Source: an optimization exercise on an open RTL-to-GDS flow (aim: small area). Production flows keep margins and buffers that such runs may drop. Only simulation tests tie the RTL to the original design; equivalence was not proved. Power is estimated from default activity; no workload was simulated.

## flow/config.mk

```make
export PLATFORM = sky130hd
export DESIGN_NAME = riscv_regfile
export DESIGN_NICKNAME = riscv_regfile
export VERILOG_FILES = /design/flow/design.v
export SDC_FILE = /design/flow/constraint.sdc
export NUM_CORES = 4
export LEC_CHECK = 0
export ABC_CLOCK_PERIOD_IN_PS = 7000
export CAP_MARGIN = 20
export CORE_MARGIN = 2
export CORE_UTILIZATION = 40
export SLEW_MARGIN = 20
export SYNTH_HIERARCHICAL = 1
```

## flow/constraint.sdc

```tcl
create_clock -name core_clock -period 7.0 [get_ports {clk}]
set_input_delay 1.4000 -clock core_clock [delete_from_list [all_inputs] [get_ports {clk}]]
set_output_delay 1.4000 -clock core_clock [all_outputs]
set_load 0.01 [all_outputs]
```

## flow/design.v

```verilog
package riscv_pkg;
    localparam int XLEN       = 32;
    localparam int REG_ADDR_W = 5;
    typedef logic [REG_ADDR_W-1:0] reg_idx_t;
    typedef enum logic {
        RF_RUN     = 1'b0,
        RF_HALTED  = 1'b1
    } rf_state_e;
    localparam logic [3:0] ALU_AND = 4'd0;
    localparam logic [3:0] ALU_OR  = 4'd1;
    localparam logic [3:0] ALU_ADD = 4'd2;
    localparam logic [3:0] ALU_SUB = 4'd6;
    localparam logic [3:0] ALU_SLT = 4'd7;
    localparam logic [3:0] ALU_NOR = 4'd12;
endpackage
module riscv_regfile_rdport #(
    parameter int XLEN   = 32,
    parameter int NREGS  = 32,
    parameter int ADDR_W = 5
) (
    input  logic [ADDR_W-1:0]            addr,
    input  logic [NREGS-1:1][XLEN-1:0]   store,
    input  logic                         pol,
    output logic [XLEN-1:0]              data
);
    logic [NREGS-1:1] sel;
    logic             flip;
    always_comb
        for (int r = 1; r < NREGS; r++)
            sel[r] = (addr == ADDR_W'(r));
    assign flip = pol && (addr != '0);
    for (genvar b = 0; b < XLEN; b++) begin : g_bit
        logic [NREGS-1:1] col;
        for (genvar r = 1; r < NREGS; r++) begin : g_col
            assign col[r] = store[r][b];
        end
        riscv_regfile_rdbit #(.NREGS(NREGS)) u_bit (
            .col  (col),
            .sel  (sel),
            .flip (flip),
            .y    (data[b])
        );
    end
endmodule
module riscv_regfile_rdbit #(
    parameter int NREGS = 32
) (
    input  logic [NREGS-1:1] col,
    input  logic [NREGS-1:1] sel,
    input  logic             flip,
    output logic             y
);
    localparam int NGRP = (NREGS - 1) / 3;      
    logic [NGRP-1:0] grp_n;
    for (genvar g = 0; g < NGRP; g++) begin : g_grp
        riscv_regfile_aoi3 u_aoi (
            .q   (col[3*g+3:3*g+1]),
            .s   (sel[3*g+3:3*g+1]),
            .y_n (grp_n[g])
        );
    end
    riscv_regfile_rdmerge #(.NGRP(NGRP), .NREST(NREGS - 1 - 3 * NGRP)) u_merge (
        .grp_n (grp_n),
        .q     (col[NREGS-1:3*NGRP+1]),
        .s     (sel[NREGS-1:3*NGRP+1]),
        .flip  (flip),
        .y     (y)
    );
endmodule
module riscv_regfile_aoi3 (
    input  logic [2:0] q,
    input  logic [2:0] s,
    output logic       y_n
);
    assign y_n = ~|(q & s);
endmodule
module riscv_regfile_rdmerge #(
    parameter int NGRP  = 10,
    parameter int NREST = 1
) (
    input  logic [NGRP-1:0]  grp_n,
    input  logic [NREST-1:0] q,
    input  logic [NREST-1:0] s,
    input  logic             flip,
    output logic             y
);
    assign y = (~&grp_n | |(q & s)) ^ flip;
endmodule
module riscv_regfile #(
    parameter int XLEN   = 32,
    parameter int NREGS  = 32,
    parameter int ADDR_W = 5
) (
    input  logic              clk,
    input  logic              reset,
    input  logic [ADDR_W-1:0] rs1_addr,
    input  logic [ADDR_W-1:0] rs2_addr,
    output logic [XLEN-1:0]   rs1_data,
    output logic [XLEN-1:0]   rs2_data,
    input  logic              we,
    input  logic [ADDR_W-1:0] rd_addr,
    input  logic [XLEN-1:0]   rd_data,
    input  logic              last_instr_flag_in,
    output logic              halted,
    output logic [15:0]       wr_count
);
    logic [NREGS-1:1][XLEN-1:0] store;    
    logic                       pol;
    riscv_pkg::rf_state_e       state;
    logic                       commit;
    logic [NREGS-1:1]           wsel;     
    logic [NREGS-1:1]           wr1;      
    logic [NREGS-1:1]           wr2;      
    logic [XLEN-1:0]            wcol;     
    assign commit = reset && we && (state == riscv_pkg::RF_RUN) && (rd_addr != '0);
    assign halted = (state == riscv_pkg::RF_HALTED);
    assign wcol   = rd_data ^ {XLEN{pol}};
    logic [NREGS-1:1][XLEN-1:0] store_d;
    for (genvar r = 1; r < NREGS; r++) begin : g_row
        for (genvar b = 0; b < XLEN; b++) begin : g_bit
            riscv_regfile_cell u_cell (
                .q   (store[r][b]),
                .wr1 (wr1[r]),
                .wr2 (wr2[r]),
                .c   (wcol[b]),
                .d   (store_d[r][b])
            );
        end
    end
    always_comb begin
        for (int r = 1; r < NREGS; r++) begin
            wsel[r] = commit && (rd_addr == ADDR_W'(r));
            wr1[r]  = wsel[r] || !reset;
            wr2[r]  = !wsel[r];
        end
    end
    always_ff @(posedge clk) begin
        pol <= reset && !pol;
        store <= store_d;
    end
    always_ff @(posedge clk) begin
        if (!reset) begin
            state    <= riscv_pkg::RF_RUN;
            wr_count <= '0;
        end else begin
            if (commit && wr_count != 16'hFFFF)
                wr_count <= wr_count + 16'd1;
            if (state == riscv_pkg::RF_RUN && last_instr_flag_in)
                state <= riscv_pkg::RF_HALTED;
        end
    end
    riscv_regfile_rdport #(.XLEN(XLEN), .NREGS(NREGS), .ADDR_W(ADDR_W)) u_rd1 (
        .addr  (rs1_addr),
        .store (store),
        .pol   (pol),
        .data  (rs1_data)
    );
    riscv_regfile_rdport #(.XLEN(XLEN), .NREGS(NREGS), .ADDR_W(ADDR_W)) u_rd2 (
        .addr  (rs2_addr),
        .store (store),
        .pol   (pol),
        .data  (rs2_data)
    );
endmodule
module riscv_regfile_cell (
    input  logic q,
    input  logic wr1,
    input  logic wr2,
    input  logic c,
    output logic d
);
    assign d = ~((q | wr1) & (c | wr2));
endmodule
```

## flow/run.sh

```bash
#!/bin/bash
# synth_recipe.tcl (not shown) runs the flow's synth.tcl, then flattens the netlist and writes it again
# the make line also repeats each setting of config.mk as NAME=value (left out here)
make -C /OpenROAD-flow-scripts/flow DESIGN_CONFIG=/design/flow/config.mk WORK_HOME=/design/flow/orfs CLKGATE_MAP_FILE= SYNTH_SCRIPT=/design/flow/synth_recipe.tcl finish
```

==> metrics.md, run 1 <==
| Metric | Value |
|---|---|
| Outcome | no timing/DRC/antenna violations |
| Worst Hold Depth | 1 |
| Crit. End Element | primary output |
| Share of total power in combinational logic | 0.125 |
| Port-buffer cells | 131 |
| Hold Worst Slack | 472 ps |
| Post-route ant nets | 0 |
| Largest net degree at the start of global routing | 34 |
| Reg power frac | 0.463 |
| Crit-path max cell delay | 810 ps |
| Max-slew headroom | 0.129 |
| Mapped cell area | 0.0371 mm^2 |
| CTS resizes | 0 |
| R2R cell count | 7 |
| Row count | 111 |
| Switching Share | 0.270 |
| MaxCap Viol Count | 0 |
| Area leader, netlist | dfxtp_1 |
| Vias/cell | 7.88 |
| Top cells by count, synth | 1010 x dfxtp_1, 992 x o22ai_1, 640 x a222oi_1 |
| Design area | 0.0457 mm^2 |
| Worst Hold Endpoint | store[536] |
| Clk root buf | clkbuf_16 |
| Clock share of power | 0.413 |
| Power per cell area | 310 mW/mm^2 |
| Top post-synthesis cells by area | dfxtp_1 55%, a222oi_1 17%, o22ai_1 17% |
| Die Wd | 308 um |
| RSZ-0062 raised after global routing | no |
| Pre-CTS WS | 462 ps |
| Worst Setup Start Kind | primary input |
| Fin util | 0.497 |
| Vias in the first global route | 36900 |
| Top-Level Pins | 132 |
| Syn_area_per_cell | 11.3 um^2 |
| Hold Path Class | reg2reg |
| Die ar. | 0.0951 mm^2 |
| GR Overflow Total | 0 |
| Worst EP required | 5600 ps |
| Final wirelength | 179 mm |
| Drt initial violations | 9774 |
| Clock Sinks | 1010 |
| Later-pin clock latency in the skew report | 690 ps |
| Clock Skew | 16.4 ps |
| Flop2flop setup slack | 3480 ps |
| CTS tree | yes |
| Synth async-reset ratio | 0 |
| Final hold viol count | 0 |
| First-pass GRT wire length | 255 mm |
| Min cycle time layout | 6730 ps |
| HP Start | store[536] |
| Actual slew at the worst max-slew pin | 1300 ps |
| Non-filler instance count after layout | 5006 |
| Initial antenna violation count | 7 |
| Setup violators final | 0 |
| Sequential cell area fraction in the yosys report | 0.545 |
| CTS Hold Buffers Added | 0 |
| Final HPWL DP | 104 mm |
| Dpl cell area | 0.0421 mm^2 |
| Crit path cell chain | clkdlybuf4s50_1, nand2b_1, buf_4, nor2_2, buf_4, a222oi_1, nand2_1, a2111oi_2, buf_4, xnor2_1, clkdlybuf4s50_1 |
| Most common cell on crit path | buf_4 |
| Reg2reg end | store[508] |
| Layout cells sized above 1 | 0.145 |
| Vias | 39500 |
| DIE HEIGHT | 308 um |
| Tcrit/Tclk final | 0.962 |
| Syn_nets | 3322 |
| Switching power | 3.83 mW |
| Initial Util | 0.404 |
| Max-slew violations | 0 |
| Top-count cell post-synth | dfxtp_1 |
| Peak supply drop | 0.210 mV |
| Num CTS Buffers | 102 |
| EDFF count, synth | 0 |
| Core area | 0.0918 mm^2 |
| Crit path max fanout | 17 |
| TNS Setup | 0 ps |
| Post-synth top area share | 0.545 |
| Slowest-stage cell, CP | a2111oi_2 |
| Synth cell types | 45 |
| CP arrival | 5330 ps |
| CTS H-tree depth | 3 |
| Final worst slack | 265 ps |
| Detailed-router iteration count before antenna repair | 14 |
| Overall power | 14.2 mW |
| Achievable clock frequency | 0.148 GHz |
| Critical path class | in2out |
| Clk slew on worst S/H paths | 60 ps |
| GRT Total Usage | 0.361 |
| CTS max path bufs | 3 |
| Drt wl/cell | 35.8 um |
| Nets | 3726 |
| GP Congestion | 0.923 |
| Layout area overhead | 23.2% |
| Internal power component | 10.3 mW |
| Leakage | 16.1 nW |
| Reg2reg start | state |
| Placed Cells incl. Taps | 4812 |
| Post-CTS setup buffer count | 0 |
| Seq cells post-synth | 1010 |
| Main synth FF type | dfxtp_1 |
| Post-synthesis cell count | 3270 |
| Warnings, synthesis | 8 |
| DRC violations left | 0 |
layer usage:
layer | global-route usage | part of all wire
met4 | 0.226 | 0.072
met5 | 0.00517 | 0.00057
met2 | 0.495 | 0.39
met1 | 0.479 | 0.37
met3 | 0.127 | 0.16
power by group through the flow:
stage                     registers (mW)  clock network, mW  logic [mW]
after floorplan                     6.58                  0       0.906
after detailed placement            6.66                  0        1.70
final                               6.55               5.84        1.76
after global routing                6.60               6.08        1.82
after global placement              6.65                  0        1.68
after CTS                           6.54               5.85        1.70
logic make-up after synthesis:
family	Yosys count	share of synthesized area
fa+ha+maj	1	0.000337
simple gates	411	0.0562
buf+inv	26	0.00344
flops	1010	0.545
xor+xnor	96	0.0227
mux	5	0.00135
compound gates	1721	0.371
area by class of cell:
type                            instances  area, um^2
Fill cell                            8381       46100
Sequential cell                      1010       20200
Multi-Input combinational cell       2234       17400
Clock buffer                          142        2960
Timing Repair Buffer                  323        2870
Tap cell                             1243        1560
Clock inverter                         46         592
Antenna cell                            5        12.5
Inverter                                3        11.3
modules after synthesis, one instance, submodules excluded, excerpt:
| module | cell area (um^2) | cells | flip-flops and latches | times used |
|---|---|---|---|---|
| riscv_regfile_cell | 6.26 | 1 | 0 | 992 |
| riscv_regfile_aoi3 | 10.0 | 1 | 0 | 640 |
| riscv_regfile | 21500 | 1224 | 1010 | 1 |
state kept, by name (all words and copies together) (netlist names):
signal	cells
state	1
pol	1
store	992
wr_count	16
cell usage in the layout (no fill, tap or decap), types with 3 or more instances in the layout:
cell type	n
dfxtp_1	1009
o22ai_1	992
a222oi_1	640
buf_4	182
nand4_1	132
clkdlybuf4s50_1	130
nand2_1	127
clkbuf_16	103
a2111oi_2	64
xnor2_1	64
nor2_4	56
xor2_2	32
clkbuf_8	24
clkinv_2	23
clkbuf_1	15
nand2_2	14
bufinv_16	13
buf_12	10
nor2_1	8
nand3b_1	8
nand3_1	8
nand2b_1	7
a21oi_1	7
nor3_1	6
or3b_1	6
nor2_2	6
diode_2	5
nor4_1	5
mux2i_1	5
or4_1	5
inv_6	5
or3_1	4
and4_1	4
o31ai_1	4
clkinv_4	4
or2_2	3
o21ai_0	3
critical path: cells and delay by family:
| kind | cells | cell delay [ps] |
|---|---|---|
| buffers and inverters | 5 | 1930 |
| AOI/OAI and AO/OA | 2 | 1130 |
| and+or+nand+nor | 3 | 730 |
| xor gates and xnor gates | 1 | 120 |
worst max path at each step:
stage	from	end	slack [ps]	depth (start not counted)
floorplan	rs1_addr[2]	rs1_data[0]	1470	4
global placement	rs2_addr[2]	rs2_data[10]	460	11
detailed placement	rs2_addr[2]	rs2_data[10]	460	11
CTS	rs2_addr[2]	rs2_data[10]	420	11
global route	rs2_addr[2]	rs2_data[10]	120	11
finish	rs2_addr[2]	rs2_data[10]	270	11
==> run 2, diff against run 1 <==
--- a/flow/design.v
+++ b/flow/design.v
@@ -85,5 +85,31 @@
     output logic             y
 );
-    assign y = (~&grp_n | |(q & s)) ^ flip;
+    logic [2:0] part;      
+    riscv_regfile_nand4 u_p0 (.a(grp_n[3:0]), .y(part[0]));
+    riscv_regfile_nand4 u_p1 (.a(grp_n[7:4]), .y(part[1]));
+    riscv_regfile_rdlast u_p2 (.g(grp_n[9:8]), .q(q[0]), .s(s[0]), .y(part[2]));
+    logic any;
+    riscv_regfile_or3 u_any (.a(part), .y(any));
+    assign y = any ^ flip;
+endmodule
+module riscv_regfile_or3 (
+    input  logic [2:0] a,
+    output logic       y
+);
+    assign y = |a;
+endmodule
+module riscv_regfile_nand4 (
+    input  logic [3:0] a,
+    output logic       y
+);
+    assign y = ~&a;
+endmodule
+module riscv_regfile_rdlast (
+    input  logic [1:0] g,
+    input  logic       q,
+    input  logic       s,
+    output logic       y
+);
+    assign y = ~(g[0] & g[1] & ~(q & s));
 endmodule
 module riscv_regfile #(
==> flow/flow/run.sh (new file) <==
#!/bin/bash
# The standard layout (standard.sh: the ORFS flow, unchanged synthesis), with two changes:
# clock tree synthesis without dummy loads and with larger sink clusters, and the port buffers
# made with the smallest buffer cell.  Every tool's output goes to flow_standard.log here and
# to ORFS's own per-step logs under orfs/logs.
set -euo pipefail
export CTS_ARGS="-sink_clustering_enable -repair_clock_nets -dont_use_dummy_load -sink_clustering_size 20 -sink_clustering_max_diameter 60"
export BUFFER_PORTS_ARGS="-buffer_cell sky130_fd_sc_hd__buf_1"
bash standard.sh > flow_standard.log 2>&1
==> flow/standard.sh (new file) <==
#!/bin/bash
# synth_recipe.tcl (not shown) runs the flow's synth.tcl, then flattens the netlist and writes it again
# the make line also repeats each setting of config.mk as NAME=value (left out here)
make -C /OpenROAD-flow-scripts/flow DESIGN_CONFIG=/design/flow/config.mk WORK_HOME=/design/flow/orfs CLKGATE_MAP_FILE= SYNTH_SCRIPT=/design/flow/synth_recipe.tcl "${@:-finish}"
removed: flow/run.sh
==> run 2 against run 1 <==
Net effect:
- die area is 0.64% lower
- total power shrank 16%
- utilization fell by 3.2 points
- first-iteration DRC count decreased by 2.8%
- critical path depth fell by 3
- sequential cell count did not move
- critical path type unchanged
- largest cell class unchanged
- highest routed layer unchanged
==> metrics.md, run 2 <==
| Metric | Value |
|---|---|
| Outcome | no timing/DRC/antenna violations (unchanged) |
| Actual slew at the worst max-slew pin | 1290 ps (was 1300 ps) |
| Seq cells post-synth | 1010 (unchanged) |
| Largest register FFs | 992 (unchanged) |
| DRC violations left | 0 (unchanged) |
| Vias in the first global route | 36900 (about the same) |
| Initial Util | 0.402 (was 0.404) |
| Switching power | 3.38 mW (was 3.83 mW) |
| Final hold viol count | 0 (unchanged) |
| Reg2reg start | state (unchanged) |
| CTS H-tree depth | 3 (unchanged) |
| EDFF count, synth | 0 (unchanged) |
| Synth async-reset ratio | 0 (unchanged) |
| Met1 wire length | 65.4 mm (was 66.7 mm) |
| Reg power frac | 0.550 (was 0.463) |
| Initial antenna violation count | 8 (was 7) |
| Setup violators final | 0 (unchanged) |
| Overall power | 11.9 mW (was 14.2 mW) |
| DIE HEIGHT | 307 um (was 308 um) |
| Met2 wire len | 72.2 mm (was 70.6 mm) |
| Port-buffer cells | 131 (unchanged) |
| CP arrival | 4740 ps (was 5330 ps) |
| Row count | 111 (unchanged) |
| Top cells by count, synth | 1010 x dfxtp_1, 992 x o22ai_1, 640 x a222oi_1 (unchanged) |
| CP Depth | 8 (was 11) |
| Mapped cell area | 0.0368 mm^2 (was 0.0371 mm^2) |
| Layout area overhead | 15.6% (was 23.2%) |
| Die ar. | 0.0945 mm^2 (was 0.0951 mm^2) |
| Syn_area_per_cell | 11.0 um^2 (was 11.3 um^2) |
| Clock Sinks | 1010 (unchanged) |
| Met3 WL | 27.3 mm (was 28.9 mm) |
| Final HPWL DP | 106 mm (was 104 mm) |
| Leakage | 15.1 nW (was 16.1 nW) |
| Largest net degree at the start of global routing | 34 (unchanged) |
| RSZ-0062 raised after global routing | no (unchanged) |
| Flop2flop setup slack | 3500 ps (was 3480 ps) |
| Clock share of power | 0.321 (was 0.413) |
| CTS max path bufs | 3 (unchanged) |
| Achievable clock frequency | 0.163 GHz (was 0.148 GHz) |
| GR Overflow Total | 0 (unchanged) |
| R2R cell count | 7 (unchanged) |
| Min cycle time layout | 6140 ps (was 6730 ps) |
| CP endpoint | rs2_data[15] (was rs2_data[10]) |
| Warnings, synthesis | 8 (unchanged) |
| Drt wl/cell | 36.9 um (was 35.8 um) |
| Setup crit start | rs2_addr[4] (was rs2_addr[2]) |
| TNS Setup | 0 ps (unchanged) |
| Sequential cell area fraction in the yosys report | 0.549 (was 0.545) |
| Syn_nets | 3386 (was 3322) |
| Main synth FF type | dfxtp_1 (unchanged) |
| Post-CTS setup buffer count | 0 (unchanged) |
| Largest register by flop count | store (unchanged) |
| Area leader, netlist | dfxtp_1 (unchanged) |
| CTS Hold Buffers Added | 0 (unchanged) |
| Vias/cell | 8.05 (was 7.88) |
| Top post-synthesis cells by area | dfxtp_1 55%, a222oi_1 17%, o22ai_1 17% (unchanged) |
| Hold Worst Slack | 470 ps (was 472 ps) |
| Max-slew violations | 0 (unchanged) |
| Highest metal used | met5 (unchanged) |
| Share of total power in combinational logic | 0.130 (was 0.125) |
| Crit. End Element | primary output (unchanged) |
| Most common cell on crit path | buf_1 (was buf_4) |
| Power per cell area | 280 mW/mm^2 (was 310 mW/mm^2) |
| CTS tree | yes (unchanged) |
| Post-synthesis cell count | 3334 (was 3270) |
| Crit path max fanout | 32 (was 17) |
| Fin util | 0.465 (was 0.497) |
| Clock Skew | 41.1 ps (was 16.4 ps) |
| Drt initial violations | 9499 (was 9774) |
| GP Congestion | 0.939 (was 0.923) |
| Die Wd | 307 um (was 308 um) |
| Crit path cell chain | buf_1, nand2b_1, nor2_4, a222oi_1, nand4_1, or3_1, xor2_1, buf_1 (was clkdlybuf4s50_1, nand2b_1, buf_4, nor2_2, buf_4, a222oi_1, nand2_1, a2111oi_2, buf_4, xnor2_1, clkdlybuf4s50_1) |
| Worst Setup Start Kind | primary input (unchanged) |
| Post-synth top area share | 0.549 (was 0.545) |
| Critical path class | in2out (unchanged) |
| Tcrit/Tclk final | 0.877 (was 0.962) |
| Hold Path Class | reg2reg (unchanged) |
| Vias | 39200 (was 39500) |
| Slowest-stage cell, CP | nand2b_1 (was a2111oi_2) |
| GRT Total Usage | 0.364 (was 0.361) |
| Clk slew on worst S/H paths | 80 ps (was 60 ps) |
| Post-route ant nets | 0 (unchanged) |
| Synth cell types | 43 (was 45) |
| Final wirelength | 180 mm (was 179 mm) |
| Reg2reg end | store[742] (was store[508]) |
| Switching Share | 0.284 (was 0.270) |
| Num CTS Buffers | 72 (was 102) |
| Detailed-router iteration count before antenna repair | 14 (unchanged) |
| Peak supply drop | 0.170 mV (was 0.210 mV) |
| Worst EP required | 5600 ps (about the same) |
| Worst path bufs/invs | 2 (was 5) |
| Crit-path max cell delay | 710 ps (was 810 ps) |
| Dpl cell area | 0.0407 mm^2 (was 0.0421 mm^2) |
| CTS resizes | 0 (unchanged) |
| Regs by FF count | store (992), wr_count (16) (unchanged) |
| HP Start | store[979] (was store[536]) |
| Layout cells sized above 1 | 0.0978 (was 0.145) |
| Max-slew headroom | 0.138 (was 0.129) |
| Design area | 0.0426 mm^2 (was 0.0457 mm^2) |
| Core area | 0.0915 mm^2 (was 0.0918 mm^2) |
| Top-Level Pins | 132 (unchanged) |
| Nets | 3736 (was 3726) |
| Most frequent cells in the layout | 1009 x dfxtp_1, 992 x o22ai_1, 640 x a222oi_1, 165 x buf_4, 132 x nand4_1 (was 1009 x dfxtp_1, 992 x o22ai_1, 640 x a222oi_1, 182 x buf_4, 132 x nand4_1) |
| Commonest non-fill, non-tap cell in the layout | dfxtp_1 (unchanged) |
| Internal power component | 8.52 mW (was 10.3 mW) |
| Top-count cell post-synth | dfxtp_1 (unchanged) |
| Later-pin clock latency in the skew report | 650 ps (was 690 ps) |
| Clk root buf | clkbuf_16 (unchanged) |
| MaxCap Viol Count | 0 (unchanged) |
| CP top delay family | simple AND/OR/NAND/NOR gates (was buffers and inverters) |
| First-pass GRT wire length | 255 mm (about the same) |
run 2: kinds of logic (layout without fill, tap and decap cells):
| group | after synthesis | in the layout | share of synthesized area |
|---|---|---|---|
| AO/OA/AOI/OAI | 1657 | 1657 | 0.347 |
| XOR/XNOR | 96 | 96 | 0.0228 |
| adder cells (fa/ha/maj) | 1 | 1 | 0.000340 |
| buffers and inverters | 26 | 374 | 0.00347 |
| flip-flops | 1010 | 1010 | 0.549 |
| multiplexers | 5 | 5 | 0.00136 |
| other | 0 | 5 | 0 |
| AND/OR/NAND/NOR | 539 | 539 | 0.0761 |
run 2: Yosys stat by module, one instance, submodules excluded, excerpt:
module                area (um^2)  times used
riscv_regfile               21500           1
riscv_regfile_aoi3           10.0         640
riscv_regfile_rdlast         8.76          64
riscv_regfile_cell           6.26         992
riscv_regfile_nand4          6.26         128
riscv_regfile_or3            6.26          64
run 2: power by group through the flow:
stage	clock, mW	combinational [mW]	sequential (mW)
finish	3.82	1.54	6.55
global route	4.04	1.59	6.60
CTS	3.83	1.48	6.53
detailed placement	0	1.48	6.66
global placement	0	1.46	6.65
floorplan	0	0.845	6.57
run 2: how the worst min path moves through the flow:
stage,slack (ps),cells after the start,endpoint
after floorplan,440,1,store[0]
after global placement,450,1,store[605]
after detailed placement,460,1,store[888]
after CTS,470,1,store[706]
after global routing,480,1,store[658]
final,470,1,store[979]
run 2: stage by stage:
| step | setup slack (ps) | cells |
|---|---|---|
| final | 862 | 4873 |
| after global routing | 925 | 4868 |
| after CTS | 1180 | 4865 |
| after detailed placement | 1190 | 4793 |
| after global placement | 1190 | 4793 |
| after floorplan | 2040 | 3334 |
run 2: layer usage:
metal | up-vias | GRT usage
li1 | 15900 | -
met1 | 18900 | 0.466
met2 | 3528 | 0.511
met3 | 859 | 0.124
met4 | 10 | 0.259
met5 | - | 0.000517
run 2: final cells by class:
class	count	area, um^2
Timing Repair Buffer	299	1810
Tap cell	1186	1480
Clock buffer	72	1800
Fill cell	8498	49000
Inverter	3	11.3
Multi-Input combinational cell	2298	17200
Sequential cell	1010	20200
Antenna cell	5	12.5
==> run 3, diff against run 2 <==
--- a/flow/flow/run.sh
+++ b/flow/flow/run.sh
@@ -5,5 +5,5 @@
 # to ORFS's own per-step logs under orfs/logs.
 set -euo pipefail
-export CTS_ARGS="-sink_clustering_enable -repair_clock_nets -dont_use_dummy_load -sink_clustering_size 20 -sink_clustering_max_diameter 60"
+export CTS_ARGS="-sink_clustering_enable -repair_clock_nets -dont_use_dummy_load -sink_clustering_size 26 -sink_clustering_max_diameter 100"
 export BUFFER_PORTS_ARGS="-buffer_cell sky130_fd_sc_hd__buf_1"
 bash standard.sh > flow_standard.log 2>&1
==> run 3 against run 2 <==
Net effect:
- die area is the same
- cell area shrank 1.6%
- still clean
- sequential power is essentially flat
- largest power group unchanged
==> metrics.md, run 3 <==
| Metric | Value |
|---|---|
| Outcome | no timing/DRC/antenna violations (unchanged) |
| Post-route ant nets | 0 (unchanged) |
| Post-CTS setup buffer count | 0 (unchanged) |
| GR Util met3 | 0.126 (was 0.124) |
| Vias | 39000 (was 39200) |
| Worst EP required | 5600 ps (about the same) |
| Top-Level Pins | 132 (unchanged) |
| GRT Total Usage | 0.362 (was 0.364) |
| Mapped cell area | 0.0368 mm^2 (unchanged) |
| Final worst slack | 1020 ps (was 862 ps) |
| Vias in the first global route | 36700 (was 36900) |
| Num CTS Buffers | 45 (was 72) |
| Clock Sinks | 1010 (unchanged) |
| Most common cell on crit path | buf_1 (unchanged) |
| Seq cells post-synth | 1010 (unchanged) |
| Peak supply drop | 0.171 mV (was 0.170 mV) |
| Actual slew at the worst max-slew pin | 1280 ps (was 1290 ps) |
| Largest net degree at the start of global routing | 34 (unchanged) |
| CP arrival | 4580 ps (was 4740 ps) |
| Critical path class | in2out (unchanged) |
| Worst Setup Start Kind | primary input (unchanged) |
| Placed Cells incl. Taps | 4793 (unchanged) |
| Core area | 0.0915 mm^2 (unchanged) |
| CTS resizes | 0 (unchanged) |
| Nets | 3709 (was 3736) |
| Most frequent cells in the layout | 1009 x dfxtp_1, 992 x o22ai_1, 640 x a222oi_1, 165 x buf_4, 132 x nand4_1 (unchanged) |
| Non-filler instance count after layout | 4851 (was 4873) |
| Regs by FF count | store (992), wr_count (16) (unchanged) |
| Largest register FFs | 992 (unchanged) |
| TNS Setup | 0 ps (unchanged) |
| Clk root buf | clkbuf_16 (unchanged) |
| GP Congestion | 0.939 (unchanged) |
| GRT met2 Usage | 0.510 (was 0.511) |
| Crit path max fanout | 32 (unchanged) |
| Post-synth top area share | 0.549 (unchanged) |
| Max-slew violations | 0 (unchanged) |
| Final wirelength | 179 mm (was 180 mm) |
| Leakage | 14.7 nW (was 15.1 nW) |
| DRC violations left | 0 (unchanged) |
| EDFF count, synth | 0 (unchanged) |
| Setup violators final | 0 (unchanged) |
| Drt wl/cell | 37.0 um (was 36.9 um) |
| Main synth FF type | dfxtp_1 (unchanged) |
| MaxCap Viol Count | 0 (unchanged) |
| Clock Skew | 37.4 ps (was 41.1 ps) |
| Power per cell area | 265 mW/mm^2 (was 280 mW/mm^2) |
| Syn_area_per_cell | 11.0 um^2 (unchanged) |
| Port-buffer cells | 131 (unchanged) |
| Synth cell types | 43 (unchanged) |
| GR Overflow Total | 0 (unchanged) |
| Sequential cell area fraction in the yosys report | 0.549 (unchanged) |
| Multi-input gate area | 0.0172 mm^2 (unchanged) |
| Detailed-router iteration count before antenna repair | 15 (was 14) |
| Achievable clock frequency | 0.167 GHz (was 0.163 GHz) |
| Warnings, synthesis | 8 (unchanged) |
| Vias/cell | 8.04 (was 8.05) |
| Initial antenna violation count | 9 (was 8) |
| Final HPWL DP | 106 mm (unchanged) |
| Final hold viol count | 0 (unchanged) |
| GRT busiest layer | met2 (unchanged) |
| Later-pin clock latency in the skew report | 660 ps (was 650 ps) |
| Row count | 111 (unchanged) |
| Top cells by count, synth | 1010 x dfxtp_1, 992 x o22ai_1, 640 x a222oi_1 (unchanged) |
| Syn_nets | 3386 (unchanged) |
| Layout area overhead | 13.8% (was 15.6%) |
| Overall power | 11.1 mW (was 11.9 mW) |
| Pre-CTS WS | 1190 ps (unchanged) |
| Top-count cell post-synth | dfxtp_1 (unchanged) |
| Min cycle time layout | 5980 ps (was 6140 ps) |
| Die Wd | 307 um (unchanged) |
| CTS H-tree depth | 2 (was 3) |
| Initial Util | 0.402 (unchanged) |
| CTS tree | yes (unchanged) |
| Register area | 0.0202 mm^2 (unchanged) |
| Die ar. | 0.0945 mm^2 (unchanged) |
| Crit-path max cell delay | 710 ps (about the same) |
| Crit. End Element | primary output (unchanged) |
| # fillers | 8567 (was 8498) |
| Max-slew headroom | 0.145 (was 0.138) |
| Hold Path Class | reg2reg (unchanged) |
| CTS max path bufs | 3 (unchanged) |
| Largest register by flop count | store (unchanged) |
| Met1 Use GR | 0.464 (was 0.466) |
| Slowest-stage cell, CP | nand2b_1 (unchanged) |
| Clk slew on worst S/H paths | 100 ps (was 80 ps) |
| Layout cells sized above 1 | 0.0911 (was 0.0978) |
| Synth async-reset ratio | 0 (unchanged) |
| Commonest non-fill, non-tap cell in the layout | dfxtp_1 (unchanged) |
| Crit path cell chain | buf_1, nand2b_1, nor2_4, a222oi_1, nand4_1, or3_1, xor2_1, buf_1 (unchanged) |
| CTS Hold Buffers Added | 0 (unchanged) |
| RSZ-0062 raised after global routing | no (unchanged) |
| Top post-synthesis cells by area | dfxtp_1 55%, a222oi_1 17%, o22ai_1 17% (unchanged) |
| Area leader, netlist | dfxtp_1 (unchanged) |
| Post-synthesis cell count | 3334 (unchanged) |
| First-pass GRT wire length | 254 mm (was 255 mm) |
| Drt initial violations | 9220 (was 9499) |
| Tcrit/Tclk final | 0.855 (was 0.877) |
| DIE HEIGHT | 307 um (unchanged) |
==> run 3: worst paths after layout <==
path | start | endpoint | slack (ps) | depth (start not counted)
worst max-delay path | rs2_addr[4] | rs2_data[1] | 1020 | 8
worst min-delay path | store[979] | store[979] | 470 | 1
worst max register to register | state | store[744] | 3490 | 7
worst min register to register | store[979] | store[979] | 470 | 1
==> run 3: area by class of cell <==
class | count | area share
repair buffers | 299 | 0.0433
inverters | 3 | 0.000269
diodes | 10 | 0.000597
flip-flops and latches | 1010 | 0.483
clock buffers | 45 | 0.0269
well taps | 1186 | 0.0354
multi-input cells | 2298 | 0.411
==> run 3: critical path: cells and delay by family <==
family	cells	cell delay (ps)
AOI/OAI and AO/OA	1	440
and+or+nand+nor	4	2190
xor gates and xnor gates	1	160
buffers and inverters	2	350
==> run 3: per-module statistics from Yosys (local to each module, per instance), excerpt <==
module / cells / copies in the design
riscv_regfile_nand4: 1 / 128
riscv_regfile_or3: 1 / 64
riscv_regfile: 1224 / 1
riscv_regfile_cell: 1 / 992
riscv_regfile_rdlast: 2 / 64
riscv_regfile_aoi3: 1 / 640
==> run 3: routing by layer <==
metal / wire length, um / vias to the layer above
li1: - / 15900
met1: 66300 / 19000
met2: 73000 / 3439
met3: 26400 / 739
met4: 13500 / 8
met5: 79 / -
==> run 3: report_power, final <==
group	switching, mW	leakage [nW]	internal, mW
Combinational	1.04	5.70	0.505
Clock	1.85	0.555	1.16
Sequential	0.350	8.47	6.19
Total	3.24	14.7	7.86
==> run 3: per-stage QoR <==
step	utilization	hold WS [ps]	cell area (um^2)
after floorplan	-	443	36800
after detailed placement	0.444	459	40700
after CTS	0.457	475	41800
final	0.458	474	41900
after global placement	0.444	451	40700
after global routing	0.458	481	41900
==> run 3: cells by family after synthesis <==
group,after synthesis,share of synthesized area
flops,1010,0.549
buf+inv,26,0.00347
mux,5,0.00136
simple gates,539,0.0761
fa+ha+maj,1,0.000340
xor+xnor,96,0.0228
compound gates,1657,0.347
==> run 4, diff against run 3 <==
--- a/flow/config.mk
+++ b/flow/config.mk
@@ -10,4 +10,5 @@
 export CORE_MARGIN = 2
 export CORE_UTILIZATION = 40
+export PLACE_DENSITY = 0.8
 export SLEW_MARGIN = 20
 export SYNTH_HIERARCHICAL = 1
==> run 4 against run 3 <==
Net effect:
- count of clock-buffer cells in the layout is 1 lower
- cell area is 0.97% lower
- wire length down 9.4%
- setup slack got worse by 48 ps
- clock power shrank 2%
- area after synthesis stayed put
- still clean
- sequential cell count stayed put
- largest power group unchanged
- critical path type unchanged
- critical endpoint is now rs1_data[31]
- highest routed layer unchanged
- critical path depth rose by 1
- final cell count shrank 0.23%
- first-iteration DRC count increased by 19%
- non-clock buffer count is 8 lower
- clock skew decreased by 13 ps
==> metrics.md, run 4 <==
| Metric | Value |
|---|---|
| Critical path class | in2out (unchanged) |
| CTS max path bufs | 3 (unchanged) |
| Crit. End Element | primary output (unchanged) |
| Drt initial violations | 10900 (was 9220) |
| Area leader, netlist | dfxtp_1 (unchanged) |
| DIE HEIGHT | 307 um (unchanged) |
| Worst EP required | 5600 ps (about the same) |
| Crit path cell chain | buf_1, or3b_1, nor2_2, buf_4, a222oi_1, nand4_1, or3_1, xor2_1, buf_1 (was buf_1, nand2b_1, nor2_4, a222oi_1, nand4_1, or3_1, xor2_1, buf_1) |
| Layout cells sized above 1 | 0.0848 (was 0.0911) |
| Most common cell on crit path | buf_1 (unchanged) |
| Core area | 0.0915 mm^2 (unchanged) |
| Port-buffer cells | 131 (unchanged) |
| CTS tree | yes (unchanged) |
| Die Wd | 307 um (unchanged) |
| Crit-path max cell delay | 710 ps (about the same) |
| Commonest non-fill, non-tap cell in the layout | dfxtp_1 (unchanged) |
| DRC violations left | 0 (unchanged) |
| Dpl cell area | 0.0404 mm^2 (was 0.0407 mm^2) |
| Initial antenna violation count | 13 (was 9) |
| Slowest-stage cell, CP | nand4_1 (was nand2b_1) |
| Final wirelength | 162 mm (was 179 mm) |
| Clock Sinks | 1010 (unchanged) |
| CP endpoint | rs1_data[31] (was rs2_data[1]) |
| Seq cells post-synth | 1010 (unchanged) |
| Num CTS Buffers | 44 (was 45) |
| Hold Path Class | reg2reg (unchanged) |
| Largest register by flop count | store (unchanged) |
| Design area | 0.0415 mm^2 (was 0.0419 mm^2) |
| Post-synth top area share | 0.549 (unchanged) |
| CP arrival | 4630 ps (was 4580 ps) |
| Largest register FFs | 992 (unchanged) |
| Top cells by count, synth | 1010 x dfxtp_1, 992 x o22ai_1, 640 x a222oi_1 (unchanged) |
| Nets | 3700 (was 3709) |
| Clk slew on worst S/H paths | 90 ps (was 100 ps) |
| Post-synthesis cell count | 3334 (unchanged) |
| GR Overflow Total | 0 (unchanged) |
| Largest net degree at the start of global routing | 45 (was 34) |
| Fin util | 0.453 (was 0.458) |
| Final HPWL DP | 96.5 mm (was 106 mm) |
| Main synth FF type | dfxtp_1 (unchanged) |
| Placed Cells incl. Taps | 4788 (was 4793) |
| Max-slew violations | 0 (unchanged) |
| Top-Level Pins | 132 (unchanged) |
| Die ar. | 0.0945 mm^2 (unchanged) |
| Outcome | no timing/DRC/antenna violations (unchanged) |
| Sequential cell area fraction in the yosys report | 0.549 (unchanged) |
| TNS Setup | 0 ps (unchanged) |
| Syn_nets | 3386 (unchanged) |
| CTS Hold Buffers Added | 0 (unchanged) |
| Flop2flop setup slack | 3350 ps (was 3490 ps) |
| Top post-synthesis cells by area | dfxtp_1 55%, a222oi_1 17%, o22ai_1 17% (unchanged) |
| CTS H-tree depth | 2 (unchanged) |
| Row count | 111 (unchanged) |
| Most frequent cells in the layout | 1009 x dfxtp_1, 992 x o22ai_1, 640 x a222oi_1, 160 x buf_4, 139 x nand2_1 (was 1009 x dfxtp_1, 992 x o22ai_1, 640 x a222oi_1, 165 x buf_4, 132 x nand4_1) |
| Overall power | 11.0 mW (was 11.1 mW) |
| Regs by FF count | store (992), wr_count (16) (unchanged) |
| Min cycle time layout | 6030 ps (was 5980 ps) |
| First-pass GRT wire length | 236 mm (was 254 mm) |
| Actual slew at the worst max-slew pin | 1140 ps (was 1280 ps) |
| Reg2reg start | state (unchanged) |
| MaxCap Viol Count | 0 (unchanged) |
| Layout area overhead | 12.7% (was 13.8%) |
| Detailed-router iteration count before antenna repair | 21 (was 15) |
| Initial Util | 0.402 (unchanged) |
| GRT Total Usage | 0.325 (was 0.362) |
| Reg2reg end | store[895] (was store[744]) |
| Crit path max fanout | 32 (unchanged) |
| Top-count cell post-synth | dfxtp_1 (unchanged) |
| Post-route ant nets | 0 (unchanged) |
| Vias in the first global route | 37200 (was 36700) |
| Final hold viol count | 0 (unchanged) |
| Setup crit start | rs1_addr[3] (was rs2_addr[4]) |
| Warnings, synthesis | 8 (unchanged) |
| GP Congestion | 1.01 (was 0.939) |
| Vias/cell | 8.27 (was 8.04) |
| Drt wl/cell | 33.5 um (was 37.0 um) |
| EDFF count, synth | 0 (unchanged) |
| Mapped cell area | 0.0368 mm^2 (unchanged) |
| Setup violators final | 0 (unchanged) |
| Syn_area_per_cell | 11.0 um^2 (unchanged) |
| Worst Setup Start Kind | primary input (unchanged) |
| CTS resizes | 0 (unchanged) |
| Synth cell types | 43 (unchanged) |
| Peak supply drop | 0.171 mV (about the same) |
| Post-CTS setup buffer count | 0 (unchanged) |
| RSZ-0062 raised after global routing | no (unchanged) |
| # fillers | 8351 (was 8567) |
| Leakage | 14.6 nW (was 14.7 nW) |
| Achievable clock frequency | 0.166 GHz (was 0.167 GHz) |
| Clock Skew | 24.7 ps (was 37.4 ps) |
| Power per cell area | 265 mW/mm^2 (about the same) |
| Non-filler instance count after layout | 4840 (was 4851) |
| R2R cell count | 7 (unchanged) |
| Vias | 40000 (was 39000) |
| Synth async-reset ratio | 0 (unchanged) |
| Tcrit/Tclk final | 0.862 (was 0.855) |
| Later-pin clock latency in the skew report | 660 ps (about the same) |
| Max-slew headroom | 0.236 (was 0.145) |
| Clk root buf | clkbuf_16 (unchanged) |
-- run 4: area by class of cell --
type,instances,area (um^2),area share
multi-input cells,2298,17000,0.409
flip-flops and latches,1010,20200,0.487
inverters,3,11.3,0.000271
clock buffers,44,1100,0.0265
well taps,1186,1480,0.0358
diodes,8,20.0,0.000482
repair buffers,291,1690,0.0408
-- run 4: per-module statistics from Yosys, one instance, submodules excluded, excerpt --
| module | times used | cell area (um^2) | flip-flops and latches | cells |
|---|---|---|---|---|
| riscv_regfile | 1 | 21500 | 1010 | 1224 |
| riscv_regfile_aoi3 | 640 | 10.0 | 0 | 1 |
| riscv_regfile_rdlast | 64 | 8.76 | 0 | 2 |
| riscv_regfile_cell | 992 | 6.26 | 0 | 1 |
| riscv_regfile_nand4 | 128 | 6.26 | 0 | 1 |
| riscv_regfile_or3 | 64 | 6.26 | 0 | 1 |
-- run 4: layer usage --
metal / track usage / share of wire / up-vias
met5: 0.00103 / 0.00054 / -
met4: 0.222 / 0.089 / 14
met1: 0.411 / 0.34 / 18800
met3: 0.137 / 0.18 / 1105
li1: - / - / 15800
met2: 0.444 / 0.39 / 4271
-- run 4: power breakdown --
part	switching, mW	total (mW)	internal [mW]
clock network	1.81	2.94	1.13
logic	1.00	1.50	0.500
registers	0.371	6.57	6.19
-- run 4: metrics by stage --
| step | worst slack, ps | hold WS [ps] |
|---|---|---|
| after global routing | 1010 | 488 |
| after floorplan | 2040 | 443 |
| after global placement | 1490 | 451 |
| after detailed placement | 1420 | 459 |
| after CTS | 1420 | 473 |
| final | 969 | 476 |
-- run 4: how the worst min path moves through the flow --
stage                from    endpoint  depth (start not counted)
5_1_grt        store[404]  store[404]                          1
2_1_floorplan    store[0]    store[0]                          1
6_report       store[979]  store[979]                          1
4_1_cts        store[979]  store[979]                          1
3_3_place_gp   store[587]  store[587]                          1
3_5_place_dp   store[415]  store[415]                          1
-- run 4: kinds of logic after synthesis --
| logic type | after synthesis | synth area share |
|---|---|---|
| adder cells (fa/ha/maj) | 1 | 0.000340 |
| multiplexers | 5 | 0.00136 |
| AND/OR/NAND/NOR | 539 | 0.0761 |
| AO/OA/AOI/OAI | 1657 | 0.347 |
| XOR/XNOR | 96 | 0.0228 |
| buffers and inverters | 26 | 0.00347 |
| flip-flops | 1010 | 0.549 |
-- run 4: critical path: cells and delay by family --
kind	cells	cell delay, ps
simple gates	4	1800
buf+inv	3	650
compound gates	1	570
xor+xnor	1	170
==> run 5, diff against run 4 <==
--- a/flow/flow/run.sh
+++ b/flow/flow/run.sh
@@ -5,5 +5,5 @@
 # to ORFS's own per-step logs under orfs/logs.
 set -euo pipefail
-export CTS_ARGS="-sink_clustering_enable -repair_clock_nets -dont_use_dummy_load -sink_clustering_size 26 -sink_clustering_max_diameter 100"
+export CTS_ARGS="-sink_clustering_enable -repair_clock_nets -dont_use_dummy_load -sink_clustering_size 24 -sink_clustering_max_diameter 50"
 export BUFFER_PORTS_ARGS="-buffer_cell sky130_fd_sc_hd__buf_1"
 bash standard.sh > flow_standard.log 2>&1
--- a/flow/config.mk
+++ b/flow/config.mk
@@ -7,8 +7,7 @@
 export LEC_CHECK = 0
 export ABC_CLOCK_PERIOD_IN_PS = 7000
-export CAP_MARGIN = 20
+export CAP_MARGIN = 5
 export CORE_MARGIN = 2
 export CORE_UTILIZATION = 40
-export PLACE_DENSITY = 0.8
-export SLEW_MARGIN = 20
+export SLEW_MARGIN = 5
 export SYNTH_HIERARCHICAL = 1
==> run 5 against run 4 <==
Net effect:
- non-clock buffer count is 5 higher
- die area stayed put
- critical path type unchanged
- cell area increased by 4.0%
- global-route usage grew 4.0 points
- critical endpoint is now rs2_data[1]
==> metrics.md, run 5 <==
| Metric | Value |
|---|---|
| Worst Setup Start Kind | primary input (unchanged) |
| Regs by FF count | store (992), wr_count (16) (unchanged) |
| Crit. End Element | primary output (unchanged) |
| Clk root buf | clkbuf_16 (unchanged) |
| Initial antenna violation count | 9 (was 13) |
| MaxCap Viol Count | 0 (unchanged) |
| Power per cell area | 294 mW/mm^2 (was 265 mW/mm^2) |
| Min cycle time layout | 6040 ps (was 6030 ps) |
| Row count | 111 (unchanged) |
| Mux cell area share after synthesis | 0.00136 (unchanged) |
| Tcrit/Tclk final | 0.863 (was 0.862) |
| Die Wd | 307 um (unchanged) |
| Area leader, netlist | dfxtp_1 (unchanged) |
| Drt initial violations | 9148 (was 10900) |
| Outcome | no timing/DRC/antenna violations (unchanged) |
| Clock Skew | 94.4 ps (was 24.7 ps) |
| Most frequent cells in the layout | 1009 x dfxtp_1, 992 x o22ai_1, 640 x a222oi_1, 165 x buf_4, 132 x nand4_1 (was 1009 x dfxtp_1, 992 x o22ai_1, 640 x a222oi_1, 160 x buf_4, 139 x nand2_1) |
| Seq cells post-synth | 1010 (unchanged) |
| Syn_nets | 3386 (unchanged) |
| Post-CTS setup buffer count | 0 (unchanged) |
| Largest register by flop count | store (unchanged) |
| Final hold viol count | 0 (unchanged) |
| CTS resizes | 0 (unchanged) |
| Leakage | 15.4 nW (was 14.6 nW) |
| Crit path max fanout | 32 (unchanged) |
| Clock Sinks | 1010 (unchanged) |
| Hold Path Class | reg2reg (unchanged) |
| Worst EP required | 5600 ps (about the same) |
| Die ar. | 0.0945 mm^2 (unchanged) |
| Reg2reg end | store[752] (was store[895]) |
| Nets | 3760 (was 3700) |
| TNS Setup | 0 ps (unchanged) |
| Top-Level Pins | 132 (unchanged) |
| Layout cells sized above 1 | 0.103 (was 0.0848) |
| CTS max path bufs | 3 (unchanged) |
| Initial Util | 0.402 (unchanged) |
| Main synth FF type | dfxtp_1 (unchanged) |
| Core area | 0.0915 mm^2 (unchanged) |
| Setup violators final | 0 (unchanged) |
| CTS tree | yes (unchanged) |
| Dominant combinational cell family by area after synthesis | compound AO/OA/AOI/OAI gates (unchanged) |
| First-pass GRT wire length | 256 mm (was 236 mm) |
| Detailed-router iteration count before antenna repair | 14 (was 21) |
| Overall power | 12.7 mW (was 11.0 mW) |
| Worst Hold Endpoint | store[734] (was store[979]) |
| Synth async-reset ratio | 0 (unchanged) |
| Sequential cell area fraction in the yosys report | 0.549 (unchanged) |
| GP Congestion | 0.939 (was 1.01) |
| # fillers | 8440 (was 8351) |
| Peak supply drop | 0.190 mV (was 0.171 mV) |
| Max-slew violations | 0 (unchanged) |
| Drt wl/cell | 36.9 um (was 33.5 um) |
| Top post-synthesis cells by area | dfxtp_1 55%, a222oi_1 17%, o22ai_1 17% (unchanged) |
| Warnings, synthesis | 8 (unchanged) |
| Worst Hold Depth | 1 (unchanged) |
| DRC violations left | 0 (unchanged) |
| Reg2reg start | state (unchanged) |
| Post-synth top area share | 0.549 (unchanged) |
| Post-Synth Adder-Cell Area | 0.000340 (unchanged) |
| Vias | 39500 (was 40000) |
| Final HPWL DP | 106 mm (was 96.5 mm) |
| Non-filler instance count after layout | 4894 (was 4840) |
| Post-synthesis cell count | 3334 (unchanged) |
| Layout area overhead | 17.2% (was 12.7%) |
| Later-pin clock latency in the skew report | 720 ps (was 660 ps) |
| EDFF count, synth | 0 (unchanged) |
| Placed Cells incl. Taps | 4793 (was 4788) |
| Top cells by count, synth | 1010 x dfxtp_1, 992 x o22ai_1, 640 x a222oi_1 (unchanged) |
| Critical path class | in2out (unchanged) |
| R2R cell count | 7 (unchanged) |
| HP Start | store[734] (was store[979]) |
| CTS H-tree depth | 3 (was 2) |
| Achievable clock frequency | 0.165 GHz (was 0.166 GHz) |
| Final wirelength | 180 mm (was 162 mm) |
| Vias/cell | 8.07 (was 8.27) |
| Synth cell types | 43 (unchanged) |
| Fin util | 0.471 (was 0.453) |
| GR Overflow Total | 0 (unchanged) |
| CTS Hold Buffers Added | 0 (unchanged) |
| Port-buffer cells | 131 (unchanged) |
| GRT Total Usage | 0.365 (was 0.325) |
| Mapped cell area | 0.0368 mm^2 (unchanged) |
| Post-route ant nets | 0 (unchanged) |
| Commonest non-fill, non-tap cell in the layout | dfxtp_1 (unchanged) |
| Synth Area in Compound Gates | 0.347 (unchanged) |
| Top-count cell post-synth | dfxtp_1 (unchanged) |
| Largest net degree at the start of global routing | 34 (was 45) |
| Vias in the first global route | 37400 (was 37200) |
| Post-synthesis xor/xnor area fraction | 0.0228 (unchanged) |
| Largest register FFs | 992 (unchanged) |
| Max-slew headroom | 0.0550 (was 0.236) |
| RSZ-0062 raised after global routing | no (unchanged) |
| Num CTS Buffers | 99 (was 44) |
| Clk slew on worst S/H paths | 60 ps (was 90 ps) |
| Actual slew at the worst max-slew pin | 1410 ps (was 1140 ps) |
| Flop2flop setup slack | 3540 ps (was 3350 ps) |
| Syn_area_per_cell | 11.0 um^2 (unchanged) |
| CP arrival | 4640 ps (was 4630 ps) |
| DIE HEIGHT | 307 um (unchanged) |
| Synth Area in Simple Gates | 0.0761 (unchanged) |
[run 5: cells by family (layout without fill, tap and decap cells)]
kind of cell,Yosys count,in the layout
xor+xnor,96,96
flops,1010,1010
simple gates,539,539
buf+inv,26,398
other cells,0,2
fa+ha+maj,1,1
mux,5,5
compound gates,1657,1657
[run 5: area by class of cell]
class                   count  area, um^2  area share
diodes                      2        5.00    0.000116
clock buffers              99        2480      0.0574
inverters                   3        11.3    0.000261
multi-input cells        2298       17200       0.399
flip-flops and latches   1010       20200       0.469
well taps                1186        1480      0.0344
repair buffers            296        1730      0.0401
[run 5: worst max-delay path: stages]
cell	delay (ps)
buf_1	180
nand2b_1	710
nor2_4	390
a222oi_1	450
nand4_1	560
or3_1	590
xor2_1	160
buf_1	160
[run 5: worst max-delay path by stage]
stage	start	to	cells past startpoint
finish	rs2_addr[4]	rs2_data[1]	8
global route	rs2_addr[4]	rs2_data[0]	8
CTS	rs1_addr[4]	rs1_data[9]	8
detailed placement	rs2_addr[4]	rs2_data[0]	8
global placement	rs1_addr[4]	rs1_data[1]	8
floorplan	rs1_addr[3]	rs1_data[0]	6
[run 5: metrics by stage]
step                      hold slack, ps  area, um^2  worst slack, ps
after CTS                            468       43100             1180
after global routing                 481       43100              973
after floorplan                      443       36800             2040
after detailed placement             459       40700             1190
final                                468       43100              956
after global placement               451       40700             1190
[run 5: routing by layer]
metal,track usage,vias to the layer above,share of wire
li1,-,16000,-
met1,0.467,19100,0.37
met2,0.509,3612,0.40
met3,0.121,816,0.15
met4,0.268,6,0.083
met5,0.00672,-,0.00022
[run 5: where the power goes]
part / internal [mW] / total [mW] / switching [mW]
logic: 0.504 / 1.54 / 1.04
clock network: 2.46 / 4.59 / 2.13
registers: 6.20 / 6.55 / 0.351
[run 5: modules after synthesis, one instance, submodules excluded, excerpt]
module	copies in the design	flip-flops and latches	area (um^2)
riscv_regfile	1	1010	21500
riscv_regfile_aoi3	640	0	10.0
riscv_regfile_cell	992	0	6.26
riscv_regfile_nand4	128	0	6.26
riscv_regfile_or3	64	0	6.26
riscv_regfile_rdlast	64	0	8.76

re-timing with driven ports:
The flow's constraints put no driver on any port. The routed layouts listed below were extracted and timed again, unchanged, in two steps. Step 1: set_driving_cell puts a clkbuf_16 on clk and a buf_2 on each other input, an assumption about the parent block. Step 2 moves the port delays by t, midway between the first and last clock arrival at a register: inputs arrive t later, outputs are due t later. That takes back most of the time a late clock gives input paths. Three values: no drivers, after step 1, after step 2; two values: the first two.
run	shift t [ns]	setup slack, ns	worst slew at a driven data input, ns
run 1	0.746	0.265 / 0.183 / 0.183	0.14
run 2	0.689	0.862 / 0.836 / 0.836	0.10
run 3	0.720	1.017 / 0.991 / 0.991	0.10
run 4	0.719	0.969 / 0.919 / 0.919	0.09
run 5	0.740	0.956 / 0.930 / 0.930	0.10
After both steps setup and hold are still met in every run listed. For run 1, which loses most, drivers alone change the setup slack by -0.082 ns; drivers and shift together by -0.082 ns.
